This is an optimization exercise on Yosys and OpenROAD, whose aim is small area and a short achievable clock period, not a production implementation.

==> run M <==
==> flow/design.v (excerpt) <==
module aes_round_core (
	input logic i_clk,
	input logic i_rst,
	input logic i_valid,
	input logic i_decrypt,
	input logic i_skip_mix,
	input aes_gf_pkg::aes_state_t i_state,
	output logic o_valid,
	output aes_gf_pkg::aes_state_t o_state
);
clock: 5.5 ns
lec_check: 0
cap_margin: 20
core_margin: 2
core_utilization: 40
setup_slack_margin: 3.0
slew_margin: 20
run.sh (not shown) runs the stock make flow with config.mk's settings and CLKGATE_MAP_FILE= SYNTH_SCRIPT=/design/flow/synth_recipe.tcl, a recipe that flattens the netlist after the stock synthesis.
==> inputs of run D, as changes to run M <==
--- a/flow/design.v
+++ b/flow/design.v
@@ -107,16 +107,17 @@
 					i_state[(16-1-(((c+r)%COLS)*ROWS+r))*BW +: BW];
 			end
 		end
 	end
 endmodule
 module aes_sbox_lane #(
 	parameter bit CUT_IN = 1'b0,
 	parameter bit CUT_MID = 1'b0,
+	parameter bit CUT_D = 1'b0,
 	parameter bit CUT_INV = 1'b0,
 	parameter bit CUT_OUT = 1'b0
 ) (
 	input logic i_clk,
 	input logic i_decrypt,
 	input aes_gf_pkg::gf_byte_t i_byte_enc,
 	input aes_gf_pkg::gf_byte_t i_byte_dec,
 	output aes_gf_pkg::gf_byte_t o_byte
@@ -129,16 +130,18 @@
 	aes_gf_pkg::gf_byte_t in_dec;
 	aes_gf_pkg::gf_byte_t in_sel;
 	aes_gf_pkg::gf_byte_t in_q;
 	logic dec_1;
 	aes_gf_pkg::gf_nibble_t a, b, c;
 	aes_gf_pkg::gf_nibble_t a_q, b_q, c_q;
 	logic dec_2;
 	aes_gf_pkg::gf_nibble_t d;
+	aes_gf_pkg::gf_nibble_t a_r, b_r, d_r;
+	logic dec_2r;
 	aes_gf_pkg::gf_byte_t inv;
 	aes_gf_pkg::gf_byte_t inv_q;
 	logic dec_3;
 	logic [10:1] t;
 	aes_gf_pkg::gf_byte_t out_enc;
 	aes_gf_pkg::gf_byte_t out_dec;
 	aes_gf_pkg::gf_byte_t out_sel;
 	assign e = i_byte_enc;
@@ -191,26 +194,41 @@
 		end else begin : g_pass_mid
 			assign a_q = a;
 			assign b_q = b;
 			assign c_q = c;
 			assign dec_2 = dec_1;
 		end
 	endgenerate
 	assign d = aes_gf_pkg::gf4_inv(c_q);
-	assign inv = {aes_gf_pkg::gf4_mul(d, b_q), aes_gf_pkg::gf4_mul(d, a_q)};
+	generate
+		if (CUT_D) begin : g_cut_d
+			always_ff @(posedge i_clk) begin
+				a_r <= a_q;
+				b_r <= b_q;
+				d_r <= d;
+				dec_2r <= dec_2;
+			end
+		end else begin : g_pass_d
+			assign a_r = a_q;
+			assign b_r = b_q;
+			assign d_r = d;
+			assign dec_2r = dec_2;
+		end
+	endgenerate
+	assign inv = {aes_gf_pkg::gf4_mul(d_r, b_r), aes_gf_pkg::gf4_mul(d_r, a_r)};
 	generate
 		if (CUT_INV) begin : g_cut_inv
 			always_ff @(posedge i_clk) begin
 				inv_q <= inv;
-				dec_3 <= dec_2;
+				dec_3 <= dec_2r;
 			end
 		end else begin : g_pass_inv
 			assign inv_q = inv;
-			assign dec_3 = dec_2;
+			assign dec_3 = dec_2r;
 		end
 	endgenerate
 	assign t[1] = inv_q[7] ^ inv_q[3];
 	assign t[2] = inv_q[6] ^ inv_q[4];
 	assign t[3] = inv_q[6] ^ inv_q[0];
 	assign t[4] = inv_q[5] ~^ inv_q[3];
 	assign t[5] = inv_q[5] ~^ t[1];
 	assign t[6] = inv_q[5] ~^ inv_q[1];
@@ -272,21 +290,22 @@
 	input logic i_decrypt,
 	input logic i_skip_mix,
 	input aes_gf_pkg::aes_state_t i_state,
 	output logic o_valid,
 	output aes_gf_pkg::aes_state_t o_state
 );
 	localparam int BW = 8;
 	localparam bit CUT_IN0 = 1'b0;
-	localparam bit CUT_IN = 1'b1;
+	localparam bit CUT_IN = 1'b0;
 	localparam bit CUT_MID = 1'b1;
+	localparam bit CUT_D = 1'b0;
 	localparam bit CUT_INV = 1'b1;
-	localparam bit CUT_OUT = 1'b0;
-	localparam int N_SB = int'(CUT_IN) + int'(CUT_MID) + int'(CUT_INV) + int'(CUT_OUT);
+	localparam bit CUT_OUT = 1'b1;
+	localparam int N_SB = int'(CUT_IN) + int'(CUT_MID) + int'(CUT_D) + int'(CUT_INV) + int'(CUT_OUT);
 	aes_gf_pkg::aes_state_t state_0;
 	aes_round_pkg::round_ctrl_t ctrl_0;
 	generate
 		if (CUT_IN0) begin : g_cut_in0
 			always_ff @(posedge i_clk) begin
 				state_0 <= i_state;
 				ctrl_0.decrypt <= i_decrypt;
 				ctrl_0.skip_mix <= i_skip_mix;
@@ -310,47 +329,52 @@
 		.o_fwd(src_fwd),
 		.o_inv(src_inv)
 	);
 	for (genvar k = 0; k < 16; k++)
 	begin : g_lane
 		aes_sbox_lane #(
 			.CUT_IN(CUT_IN),
 			.CUT_MID(CUT_MID),
+			.CUT_D(CUT_D),
 			.CUT_INV(CUT_INV),
 			.CUT_OUT(CUT_OUT)
 		) u_lane (
 			.i_clk(i_clk),
 			.i_decrypt(ctrl_0.decrypt),
 			.i_byte_enc(src_fwd[(16-1-k)*BW +: BW]),
 			.i_byte_dec(src_inv[(16-1-k)*BW +: BW]),
 			.o_byte(lane_bytes[(16-1-k)*BW +: BW])
 		);
 	end
-	aes_round_pkg::round_ctrl_t ctrl_d [N_SB+1];
-	assign ctrl_d[0] = ctrl_0;
+	logic [N_SB:0] valid_d;
+	logic [N_SB:0] dec_d;
+	logic [N_SB:0] skip_d;
+	assign valid_d[0] = ctrl_0.valid;
+	assign dec_d[0] = ctrl_0.decrypt;
+	assign skip_d[0] = ctrl_0.skip_mix;
 	for (genvar i = 0; i < N_SB; i++)
 	begin : g_ctrl
 		always_ff @(posedge i_clk) begin
-			ctrl_d[i+1].decrypt <= ctrl_d[i].decrypt;
-			ctrl_d[i+1].skip_mix <= ctrl_d[i].skip_mix;
+			dec_d[i+1] <= dec_d[i];
+			skip_d[i+1] <= skip_d[i];
 			if (i_rst)
-				ctrl_d[i+1].valid <= 1'b0;
+				valid_d[i+1] <= 1'b0;
 			else
-				ctrl_d[i+1].valid <= ctrl_d[i].valid;
+				valid_d[i+1] <= valid_d[i];
 		end
 	end
 	aes_gf_pkg::aes_state_t mixed;
 	aes_column_mixer u_mixer (
-		.i_decrypt(ctrl_d[N_SB].decrypt),
-		.i_skip_mix(ctrl_d[N_SB].skip_mix),
+		.i_decrypt(dec_d[N_SB]),
+		.i_skip_mix(skip_d[N_SB]),
 		.i_bytes(lane_bytes),
 		.o_state(mixed)
 	);
 	always_ff @(posedge i_clk)
 	begin
 		o_state <= mixed;
 		if (i_rst)
 			o_valid <= 1'b0;
 		else
-			o_valid <= ctrl_d[N_SB].valid;
+			o_valid <= valid_d[N_SB];
 	end
 endmodule
SETUP_SLACK_MARGIN = 3.2   (was 3.0)
==> impl_metrics.prom <==
# TYPE chip_impl_metric gauge
chip_impl_info{name="status",value="no timing/DRC/antenna violations"} 1
chip_impl_info{name="critPathLaunchType",value="flip-flop"} 1
chip_impl_info{name="unrepaired_setup_endpoints_after_global_routing",value="false"} 1
chip_impl_metric{name="grt_util_met1",unit="%"} 22.8
chip_impl_metric{name="core.rowCount",unit=""} 116
chip_impl_metric{name="synth.mux.area_fraction",unit="%"} 3.06
chip_impl_metric{name="gr-usage-met2",unit="%"} 29.7
[end of results for run M]
==> impl_metrics.prom <==
# TYPE chip_impl_metric gauge
chip_impl_info{name="status",value="no timing/DRC/antenna violations"} 1
chip_impl_metric{name="wl_met2",unit="µm"} 66900
chip_impl_metric{name="core.rowCount",unit=""} 129
chip_impl_metric{name="hold-worst-slack",unit="ps"} 329
chip_impl_metric{name="fin_area",unit="µm²"} 65800
chip_impl_metric{name="avgSynthCellArea",unit="µm²"} 7.99
chip_impl_info{name="grt.busiest_layer",value="met2"} 1
chip_impl_metric{name="gr-usage-met2",unit="%"} 33.3
chip_impl_metric{name="grt_util_met1",unit="%"} 31.0
chip_impl_metric{name="netlist_instances",unit=""} 6273
chip_impl_metric{name="synth.mux.area_fraction",unit="%"} 4.22
chip_impl_info{name="critPathLaunchType",value="primary input"} 1
chip_impl_info{name="r2r-start",value="g_lane[7].u_lane.o_byte[3]$_DFF_P_"} 1
[end of results for run D]
Function was not checked in any run of this note: the RTL went through the layout flow alone.

[separate check: timing with driven ports]
Ports are ideal in the flow. The routed layouts listed here were re-timed in OpenROAD.
Step 1 assumes that a clkbuf_16 drives the clock port and a buf_2 every other input.
Step 2 times the ports against the registers' clock, not the clock port: input delays grow and output delays shrink by t, the midpoint of the rising clock arrivals with the driver on.
Three values: ideal ports, drivers, drivers and shift; two values: the first two.
run	shift t [ns]	setup WS [ns]	slew at the worst register clock pin (ns)	worst data-port slew with drivers (ns)	cell pins on the clock port's net
run M	0.678	3.079 / 3.013 / 2.493	0.06 / 0.06	0.10	1
run D	0.696	2.794 / 2.804 / 2.109	0.07 / 0.07	0.17	1
After both steps every run listed still meets setup and hold. The setup slack of run D, which loses most, moves by +0.010 ns with the drivers and by -0.685 ns with both steps.
